Source: an optimization exercise on an open RTL-to-GDS flow (aim: small area, a short achievable clock period and few clock cycles per item). Production flows keep margins and buffers that such runs may drop.
Where RTL was checked, it was by simulation tests only, not by an equivalence proof against the original.
Power is estimated from default activity; no workload was simulated.

## job 995
Design formant_peak_picker, start of the top module:
module formant_peak_picker (
    input  logic                 i_clk,
    input  logic                 i_rst_n,
    input  logic                 i_cfg_we,
    input  logic [CFG_IDX_W-1:0] i_cfg_index,
    input  logic [CFG_W-1:0]     i_cfg_data,
    input  logic                 i_in_valid,
    output logic                 o_in_stall,
    input  logic [AMP_W-1:0]     i_amplitude,
    input  logic                 i_last_bin,
    output logic                 o_out_valid,
    input  logic                 i_out_stall,
    output logic [FREQ_W-1:0]    o_formant_frequency,
    output logic [SLOT_W-1:0]    o_formant_slot,
    output logic                 o_overflow
);
Settings: LEC_CHECK=0, ABC_AREA=1, CAP_MARGIN=20, CORE_MARGIN=2, CORE_UTILIZATION=65, PLACE_DENSITY=0.75, SETUP_SLACK_MARGIN=4.0, SLEW_MARGIN=20; clock period 6.5 ns.
run.sh (not shown) runs the stock make flow with config.mk's settings and CLKGATE_MAP_FILE= SYNTH_SCRIPT=/design/flow/synth_recipe.tcl, a recipe that flattens the netlist after the stock synthesis.
Job 995: no failed stages, no open violations at the end
Testbench counts of job 995, summed over its fixed seeds: cycles 32,783, bins 32,768.
#### Input delta (job 6074 over job 995)
==> flow/flow/run.sh (new file) <==
#!/bin/bash
# Standard layout (the standard.sh) with two changes: the synthesis maps
# with flow/abc_map.script instead of ORFS's ABC script (flow/synth.tcl is
# synth_recipe.tcl with that one substitution), and the port buffers are buf_1
# cells. The make output goes to standard.log; each tool's log is under orfs/logs.
set -e
here=$(pwd)
export BUFFER_PORTS_ARGS="-buffer_cell sky130_fd_sc_hd__buf_1"
export MY_ABC_SCRIPT=$here/flow/abc_map.script
sed "s#SYNTH_SCRIPT=[^ ]*#SYNTH_SCRIPT=$here/flow/synth.tcl#" standard.sh > my_standard.sh
grep -q "SYNTH_SCRIPT=$here/flow/synth.tcl" my_standard.sh
bash my_standard.sh > standard.log 2>&1
==> flow/flow/abc_map.script (new file) <==
&get -n
&st
&dch
&nf
&put
buffer -c
topo
stime -c
upsize -c
dnsize -c
==> flow/flow/synth.tcl (new file) <==
proc synth {args} { yosys synth -nofsm -noshare {*}$args }
set f [open $::env(SCRIPTS_DIR)/synth.tcl]
set txt [read $f]
close $f
set n [string first {log_cmd abc {*}$abc_args} $txt]
if { $n < 0 } { error "abc call not found in synth.tcl" }
set txt [string map [list {log_cmd abc {*}$abc_args} {log_cmd abc {*}[lreplace $abc_args 1 1 $::env(MY_ABC_SCRIPT)]}] $txt]
eval $txt
# left out here: clear keep_hierarchy, flatten, clean up, hide names made inside functions, write 1_2_yosys.v
==> flow/standard.sh (new file) <==
#!/bin/bash
# synth_recipe.tcl (not shown) runs the flow's synth.tcl, then flattens the netlist and writes it again
# the make line also repeats each setting of config.mk as NAME=value (left out here)
make -C /OpenROAD-flow-scripts/flow DESIGN_CONFIG=/design/flow/config.mk WORK_HOME=/design/flow/orfs CLKGATE_MAP_FILE= SYNTH_SCRIPT=/design/flow/synth_recipe.tcl "${@:-finish}"
-- flow/config.mk --
<<< job 995, line 8
export ABC_AREA = 1
>>> job 6074, line 8
removed: flow/run.sh
Notes after the runs:
- Job 6074 has completed all stages; timing, DRC and antenna checks passed.
- Job 995 | stages: all done | timing, DRC, antenna: all pass
- The lower placeable core region of job 995 and job 6074 is in job 6074.
- Measured against job 995, the global-route wire length before repair of job 6074 comes out at 0.855 times the reference value.
- Job 6074 — clock network fraction of total power 1.6 points lower, job 995 as reference
- Between job 995 and job 6074, share of cell area taken by muxes after synthesis is lower for job 995, job 6074 comes in above that.
- When job 6074 is set beside job 995, its final clock period utilization by the worst path turns out to be 1.5 points larger.
- Between job 995 and job 6074, the flow reports internal power of the cells increasing slightly.
- Post-synth net total ended up 273 lower on job 6074 than on job 995.
- Job 6074 improves on job 995 in synthesized area.
Edits applied to the flow inputs when going from job 6074 to job 933:
-- flow/config.mk --
<<< job 6074, line 12
export SETUP_SLACK_MARGIN = 4.0
>>> job 933, line 12
export SETUP_SLACK_MARGIN = 4.25
Findings:
Job 933 reached the end of the flow, and the finished layout is clean on the timing, DRC and antenna checks. Clock network power share for job 933 is lower than for job 6074. | final area | higher: job 933 |. Global routing usage summed across all routing layers: job 933 > job 6074. Via count delta for job 933 relative to job 6074: 6.7% higher. Job 6074 has lower data arrival time of the worst path than job 933. Job 933 vs job 6074 — setup slack after layout dropped 41 ps.

========
The RTL this note starts from:
==> flow/design.v <==
`timescale 1ns / 1ps
package fpp_pkg;
    localparam int AMP_W   = 16;
    localparam int FD_W    = AMP_W + 1;
    localparam int SD_W    = AMP_W + 2;
    localparam int U_W     = AMP_W + 3;
    localparam int POS_W   = 11;           
    localparam int COUNT_W = 5;
    localparam int SLOT_W  = 4;
    localparam int START_W   = 20;
    localparam int STEP_W    = 16;
    localparam int MAX_W     = 5;
    localparam int CFG_W     = 20;
    localparam int CFG_IDX_W = 2;
    localparam int FREQ_W    = 27;
    localparam logic [START_W-1:0] RST_FREQ_START  = START_W'(0);
    localparam logic [STEP_W-1:0]  RST_FREQ_STEP   = STEP_W'(16);
    localparam logic [MAX_W-1:0]   RST_MAX_FORMANT = MAX_W'(10);
    localparam logic [CFG_IDX_W-1:0] CFG_FREQ_START   = 2'd0;
    localparam logic [CFG_IDX_W-1:0] CFG_FREQ_STEP    = 2'd1;
    localparam logic [CFG_IDX_W-1:0] CFG_MAX_FORMANTS = 2'd2;
endpackage
`timescale 1ns / 1ps
import fpp_pkg::*;
module fpp_detect (
    input  logic             i_clk,
    input  logic             i_rst_n,
    input  logic             i_valid,
    input  logic [AMP_W-1:0] i_amplitude,
    input  logic             i_last_bin,
    output logic             o_valid,
    output logic             o_lt,         
    output logic             o_gt,         
    output logic             o_last_bin
);
    logic [AMP_W-1:0]       r_prev_amp;
    logic signed [FD_W-1:0] fd;
    assign fd = $signed({1'b0, i_amplitude}) - $signed({1'b0, r_prev_amp});
    always_ff @(posedge i_clk) begin
        if (i_valid) begin
            r_prev_amp <= i_amplitude;
        end
    end
    logic                   r_valid;
    logic signed [FD_W-1:0] r_fd;
    logic                   r_last;
    logic signed [FD_W-1:0] r_prev_fd;
    logic signed [U_W-1:0]  r_u;
    logic signed [U_W-1:0]  fd_w;
    always_ff @(posedge i_clk) begin
        if (!i_rst_n) begin
            r_valid <= 1'b0;
        end else begin
            r_valid <= i_valid;
        end
    end
    always_ff @(posedge i_clk) begin
        r_fd   <= fd;
        r_last <= i_last_bin;
    end
    assign fd_w = {{(U_W-FD_W){r_fd[FD_W-1]}}, r_fd};
    always_ff @(posedge i_clk) begin
        if (r_valid) begin
            r_prev_fd <= r_fd;
            r_u       <= (fd_w <<< 1) - {{(U_W-FD_W){r_prev_fd[FD_W-1]}}, r_prev_fd};
        end
    end
    assign o_valid    = r_valid;
    assign o_lt       = fd_w < r_u;
    assign o_gt       = fd_w > r_u;
    assign o_last_bin = r_last;
endmodule
`timescale 1ns / 1ps
import fpp_pkg::*;
module formant_peak_picker (
    input  logic                 i_clk,
    input  logic                 i_rst_n,
    input  logic                 i_cfg_we,
    input  logic [CFG_IDX_W-1:0] i_cfg_index,
    input  logic [CFG_W-1:0]     i_cfg_data,
    input  logic                 i_in_valid,
    output logic                 o_in_stall,
    input  logic [AMP_W-1:0]     i_amplitude,
    input  logic                 i_last_bin,
    output logic                 o_out_valid,
    input  logic                 i_out_stall,
    output logic [FREQ_W-1:0]    o_formant_frequency,
    output logic [SLOT_W-1:0]    o_formant_slot,
    output logic                 o_overflow
);
    localparam int QN = 4;
    logic [START_W-1:0] r_freq_start;
    logic [STEP_W-1:0]  r_freq_step;
    logic [MAX_W-1:0]   r_limit;         
    always_ff @(posedge i_clk) begin
        if (!i_rst_n) begin
            r_freq_start <= RST_FREQ_START;
            r_freq_step  <= RST_FREQ_STEP;
            r_limit      <= RST_MAX_FORMANT;
        end else if (i_cfg_we) begin
            case (i_cfg_index)
                CFG_FREQ_START:   r_freq_start <= START_W'(i_cfg_data);
                CFG_FREQ_STEP:    r_freq_step  <= STEP_W'(i_cfg_data);
                CFG_MAX_FORMANTS: r_limit      <= (MAX_W'(i_cfg_data) > MAX_W'(16)) ?
                                                  MAX_W'(16) : MAX_W'(i_cfg_data);
                default: begin
                end
            endcase
        end
    end
    logic               r_stall;
    logic               r_in_valid;
    logic [AMP_W-1:0]   r_amp;
    logic               r_last;
    logic               in_accept;
    assign in_accept = i_in_valid && !r_stall;
    always_ff @(posedge i_clk) begin
        r_amp  <= i_amplitude;
        r_last <= i_last_bin;
    end
    logic d_valid, d_lt, d_gt, d_last;
    fpp_detect u_detect (
        .i_clk       (i_clk),
        .i_rst_n     (i_rst_n),
        .i_valid     (r_in_valid),
        .i_amplitude (r_amp),
        .i_last_bin  (r_last),
        .o_valid     (d_valid),
        .o_lt        (d_lt),
        .o_gt        (d_gt),
        .o_last_bin  (d_last)
    );
    logic [2:0]         r_q [QN];
    logic [QN-1:0]      r_qv;
    logic [QN-1:0]      qv_pop;
    logic [QN-1:0]      q_wr;
    logic               go;
    logic               pop;
    logic               r_out_valid;
    logic               flight_1, flight_2, flight_3;
    assign go     = !(r_out_valid && i_out_stall);
    assign pop    = go && r_qv[0];
    assign qv_pop = pop ? {1'b0, r_qv[QN-1:1]} : r_qv;
    assign q_wr   = {QN{d_valid}} & ~qv_pop & {qv_pop[QN-2:0], 1'b1};
    always_ff @(posedge i_clk) begin
        for (int i = 0; i < QN; i++) begin
            if (q_wr[i]) begin
                r_q[i] <= {d_lt, d_gt, d_last};
            end else if (pop && i < QN - 1) begin
                r_q[i] <= r_q[i+1];
            end
        end
    end
    assign flight_1 = in_accept || r_in_valid || d_valid;
    assign flight_2 = (in_accept && r_in_valid) || (in_accept && d_valid) ||
                      (r_in_valid && d_valid);
    assign flight_3 = in_accept && r_in_valid && d_valid;
    always_ff @(posedge i_clk) begin
        if (!i_rst_n) begin
            r_in_valid <= 1'b0;
            r_qv       <= '0;
            r_stall    <= 1'b0;
        end else begin
            r_in_valid <= in_accept;
            r_qv       <= qv_pop | q_wr;
            r_stall    <= qv_pop[3] || (qv_pop[2] && flight_1) ||
                          (qv_pop[1] && flight_2) || (qv_pop[0] && flight_3);
        end
    end
    logic [POS_W-1:0]   r_pos;
    logic               r_falling;
    logic [COUNT_W-1:0] r_count;
    logic [FREQ_W-1:0]  r_freq;
    logic [SLOT_W-1:0]  r_slot;
    logic               r_ovf;
    logic               h_lt, h_gt, h_last;
    logic               active, ge3, lt4, room, peak;
    assign {h_lt, h_gt, h_last} = r_q[0];
    assign active = !r_pos[POS_W-1];
    assign ge3    = r_pos >= POS_W'(3);
    assign lt4    = r_pos < POS_W'(4);
    assign room   = r_count < COUNT_W'(r_limit);
    assign peak   = active && ge3 && h_gt && r_falling;
    always_ff @(posedge i_clk) begin
        if (!i_rst_n) begin
            r_pos       <= '0;
            r_falling   <= 1'b0;
            r_count     <= '0;
            r_out_valid <= 1'b0;
        end else begin
            if (go) begin
                r_out_valid <= pop && peak;
            end
            if (pop) begin
                if (active) begin
                    r_pos <= r_pos + POS_W'(1);
                    if (ge3) begin
                        if (h_lt) begin
                            r_falling <= 1'b1;
                        end else if (h_gt) begin
                            r_falling <= 1'b0;
                        end
                    end
                    if (peak && room) begin
                        r_count <= r_count + COUNT_W'(1);
                    end
                end
                if (h_last) begin
                    r_pos     <= '0;
                    r_falling <= 1'b0;
                    r_count   <= '0;
                end
            end
        end
    end
    always_ff @(posedge i_clk) begin
        if (pop) begin
            if (!room) begin
                r_freq <= '0;
            end else if (lt4) begin
                r_freq <= FREQ_W'(r_freq_start);
            end else begin
                r_freq <= r_freq + FREQ_W'(r_freq_step);
            end
            if (peak) begin
                r_slot <= room ? SLOT_W'(r_count) : '0;
                r_ovf  <= !room;
            end
        end
    end
    assign o_in_stall          = r_stall;
    assign o_out_valid         = r_out_valid;
    assign o_formant_frequency = r_freq;
    assign o_formant_slot      = r_slot;
    assign o_overflow          = r_ovf;
endmodule
Settings: LEC_CHECK=0, CAP_MARGIN=20, CORE_MARGIN=2, CORE_UTILIZATION=65, PLACE_DENSITY=0.75, SETUP_SLACK_MARGIN=4.2, SLEW_MARGIN=20; clock period 6.5 ns.
Stock flow here: none of the scripts above is used.
Next try:
Settings changed: CORE_UTILIZATION 65 to 40, PLACE_DENSITY 0.75 to 0.6.
What happened: The new run completed with no timing, DRC or antenna violations; global-route usage goes down by 11 points; area after synthesis stays the same; via count goes down by 3.0%; fmax goes down by 4.5%; critical path depth goes up by 1; hold slack improves by 0.054 ns; count of clock-buffer cells in the layout goes up by 3.
No run of this note included a check of the RTL's function; only the layout flow was run.

========
formant_peak_picker, a different RTL version from the one above (not shown whole).
Size in the first run: about 180 flip-flops, ~9300 sq um of cells after synthesis.
==> flow/config.mk <==
export PLATFORM = sky130hd
export DESIGN_NAME = formant_peak_picker
export DESIGN_NICKNAME = formant_peak_picker
export VERILOG_FILES = /design/flow/design.v
export SDC_FILE = /design/flow/constraint.sdc
export NUM_CORES = 4
export LEC_CHECK = 0
export ABC_AREA = 1
export CAP_MARGIN = 20
export CORE_MARGIN = 2
export CORE_UTILIZATION = 65
export CTS_CLUSTER_DIAMETER = 100
export CTS_CLUSTER_SIZE = 40
export PLACE_DENSITY = 0.75
export SETUP_SLACK_MARGIN = 4.12
export SLEW_MARGIN = 20
==> flow/constraint.sdc <==
create_clock -name core_clock -period 6.5 [get_ports {i_clk}]
set_input_delay 1.3000 -clock core_clock [delete_from_list [all_inputs] [get_ports {i_clk}]]
set_output_delay 1.3000 -clock core_clock [all_outputs]
set_load 0.01 [all_outputs]
standard.sh (not shown) runs the stock make flow with config.mk's settings and CLKGATE_MAP_FILE= SYNTH_SCRIPT=/design/flow/synth_recipe.tcl, a recipe that flattens the netlist after the stock synthesis.
==> flow/flow/run.sh <==
#!/bin/bash
# Standard layout (the standard.sh) with these changes:
#  - synthesis maps with flow/abc_map.script (ORFS's area script with a
#    required time) instead of ORFS's ABC script; flow/synth.tcl is
#    synth_recipe.tcl with only that substitution;
#  - the port buffers are buf_1 cells;
#  - the clock tree uses clkbuf_8 and no dummy loads.
# The make output goes to standard.log; each tool's log is under orfs/logs.
set -e
here=$(pwd)
export BUFFER_PORTS_ARGS="-buffer_cell sky130_fd_sc_hd__buf_1"
export CTS_ARGS="-sink_clustering_enable -repair_clock_nets -dont_use_dummy_load -buf_list sky130_fd_sc_hd__clkbuf_8"
export MY_ABC_SCRIPT=$here/flow/abc_map.script
sed "s#SYNTH_SCRIPT=[^ ]*#SYNTH_SCRIPT=$here/flow/synth.tcl#" standard.sh > my_standard.sh
grep -q "SYNTH_SCRIPT=$here/flow/synth.tcl" my_standard.sh
bash my_standard.sh > standard.log 2>&1
==> flow/flow/abc_map.script <==
strash
dch
map -B 0.9 -D 2100
topo
stime -c
buffer -c
upsize -c
dnsize -c
==> flow/flow/synth.tcl <==
proc synth {args} { yosys synth -nofsm -noshare {*}$args }
set f [open $::env(SCRIPTS_DIR)/synth.tcl]
set txt [read $f]
close $f
set n [string first {log_cmd abc {*}$abc_args} $txt]
if { $n < 0 } { error "abc call not found in synth.tcl" }
set txt [string map [list {log_cmd abc {*}$abc_args} {log_cmd abc {*}[lreplace $abc_args 1 1 $::env(MY_ABC_SCRIPT)]}] $txt]
eval $txt
# left out here: clear keep_hierarchy, flatten, clean up, hide names made inside functions, write 1_2_yosys.v
The first run produced a clean layout.
Testbench counts at the start, summed over its fixed seeds: cycles 32,783, bins 32,768.
Next try:
==> flow/flow/run.sh (replaced) <==
#!/bin/bash
# Standard layout (the standard.sh), with the port buffers made as buf_1
# cells and no dummy loads in the clock tree. The make output goes to
# standard.log; each tool's log is under orfs/logs.
export BUFFER_PORTS_ARGS="-buffer_cell sky130_fd_sc_hd__buf_1"
export CTS_ARGS="-sink_clustering_enable -repair_clock_nets -dont_use_dummy_load -buf_list sky130_fd_sc_hd__clkbuf_8"
bash standard.sh > standard.log 2>&1
SETUP_SLACK_MARGIN = 4.0   (was 4.12)
removed: flow/flow/abc_map.script
removed: flow/flow/synth.tcl
The changed run went through all stages and came out clean.
Count of clock-buffer cells in the layout does not change.
Setup slack loses 0.053 ns.
Fmax shrinks by a few percent.
Flip-flop and latch count is unchanged.
Clock skew hardly moves.
Routed wire length grows by a few percent.
Die area grows by a few percent.
Hold slack gains 0.012 ns.
Cell count grows by a few percent.
Power grows slightly.
Next try:
==> flow/flow/run.sh (replaced) <==
#!/bin/bash
# Standard layout (the standard.sh) with these changes:
#  - synthesis maps with flow/abc_map.script (ORFS's area script with a
#    required time) instead of ORFS's ABC script; flow/synth.tcl is
#    synth_recipe.tcl with only that substitution;
#  - the port buffers are buf_1 cells;
#  - the clock tree uses clkbuf_8 and no dummy loads.
# The make output goes to standard.log; each tool's log is under orfs/logs.
set -e
here=$(pwd)
export BUFFER_PORTS_ARGS="-buffer_cell sky130_fd_sc_hd__buf_1"
export CTS_ARGS="-sink_clustering_enable -repair_clock_nets -dont_use_dummy_load -buf_list sky130_fd_sc_hd__clkbuf_8"
export MY_ABC_SCRIPT=$here/flow/abc_map.script
sed "s#SYNTH_SCRIPT=[^ ]*#SYNTH_SCRIPT=$here/flow/synth.tcl#" standard.sh > my_standard.sh
grep -q "SYNTH_SCRIPT=$here/flow/synth.tcl" my_standard.sh
bash my_standard.sh > standard.log 2>&1
==> flow/flow/abc_map.script (new file) <==
strash
dch
map -B 0.9 -D 2000
topo
stime -c
buffer -c
upsize -c
dnsize -c
==> flow/flow/synth.tcl (new file) <==
proc synth {args} { yosys synth -nofsm -noshare {*}$args }
set f [open $::env(SCRIPTS_DIR)/synth.tcl]
set txt [read $f]
close $f
set n [string first {log_cmd abc {*}$abc_args} $txt]
if { $n < 0 } { error "abc call not found in synth.tcl" }
set txt [string map [list {log_cmd abc {*}$abc_args} {log_cmd abc {*}[lreplace $abc_args 1 1 $::env(MY_ABC_SCRIPT)]}] $txt]
eval $txt
# left out here: clear keep_hierarchy, flatten, clean up, hide names made inside functions, write 1_2_yosys.v
CORE_UTILIZATION = 55   (was 65)
PLACE_DENSITY = 0.7   (was 0.75)
SETUP_SLACK_MARGIN = 4.17   (was 4.0)
Outcome: The changed run finished with timing, DRC and antenna clean. Design area is higher by 2.5%. Wire length hardly moves. Setup slack gains 0.075 ns. Total power barely changes. Sequential power stays flat.

-- re-timing with driven ports --
The results above use ideal ports. As a check the final layouts listed here were re-extracted and re-timed, cells and wires unchanged.
Step 1 (the two cells are an assumption about what drives the block):
set clk [get_ports {i_clk}]
set_driving_cell -lib_cell sky130_fd_sc_hd__clkbuf_16 $clk
set_driving_cell -lib_cell sky130_fd_sc_hd__buf_2 [delete_from_list [all_inputs] $clk]
Step 2, shift: input delay + t, output delay - t, t = (earliest + latest rising clock arrival at the registers) / 2. This alone moves slack from input paths to output paths.
a / b / c = no drivers / after step 1 / after step 2; a / b = the first two.
run | t, ns | setup WS [ns] | worst register clock-pin slew, ns
job 995 | 0.483 | 3.999 / 3.976 / 3.535 | 0.07 / 0.07
job 6074 | 0.462 | 3.902 / 3.910 / 3.448 | 0.07 / 0.07
job 933 | 0.469 | 3.861 / 3.861 / 3.392 | 0.07 / 0.07
the first run of note 2 | 0.483 | 3.953 / 3.953 / 3.786 | 0.08 / 0.08
the second run of note 2 | 0.483 | 3.832 / 3.832 / 3.764 | 0.09 / 0.09
the first run of note 3 | 0.483 | 4.121 / 4.093 / 3.657 | 0.09 / 0.09
the second run of note 3 | 0.486 | 4.068 / 4.086 / 3.600 | 0.09 / 0.09
the third run of note 3 | 0.478 | 4.144 / 4.112 / 3.654 | 0.10 / 0.10
After both steps setup and hold are still met in every run listed. For the third run of note 3, which loses most, drivers alone change the setup slack by -0.032 ns; drivers and shift together by -0.490 ns.
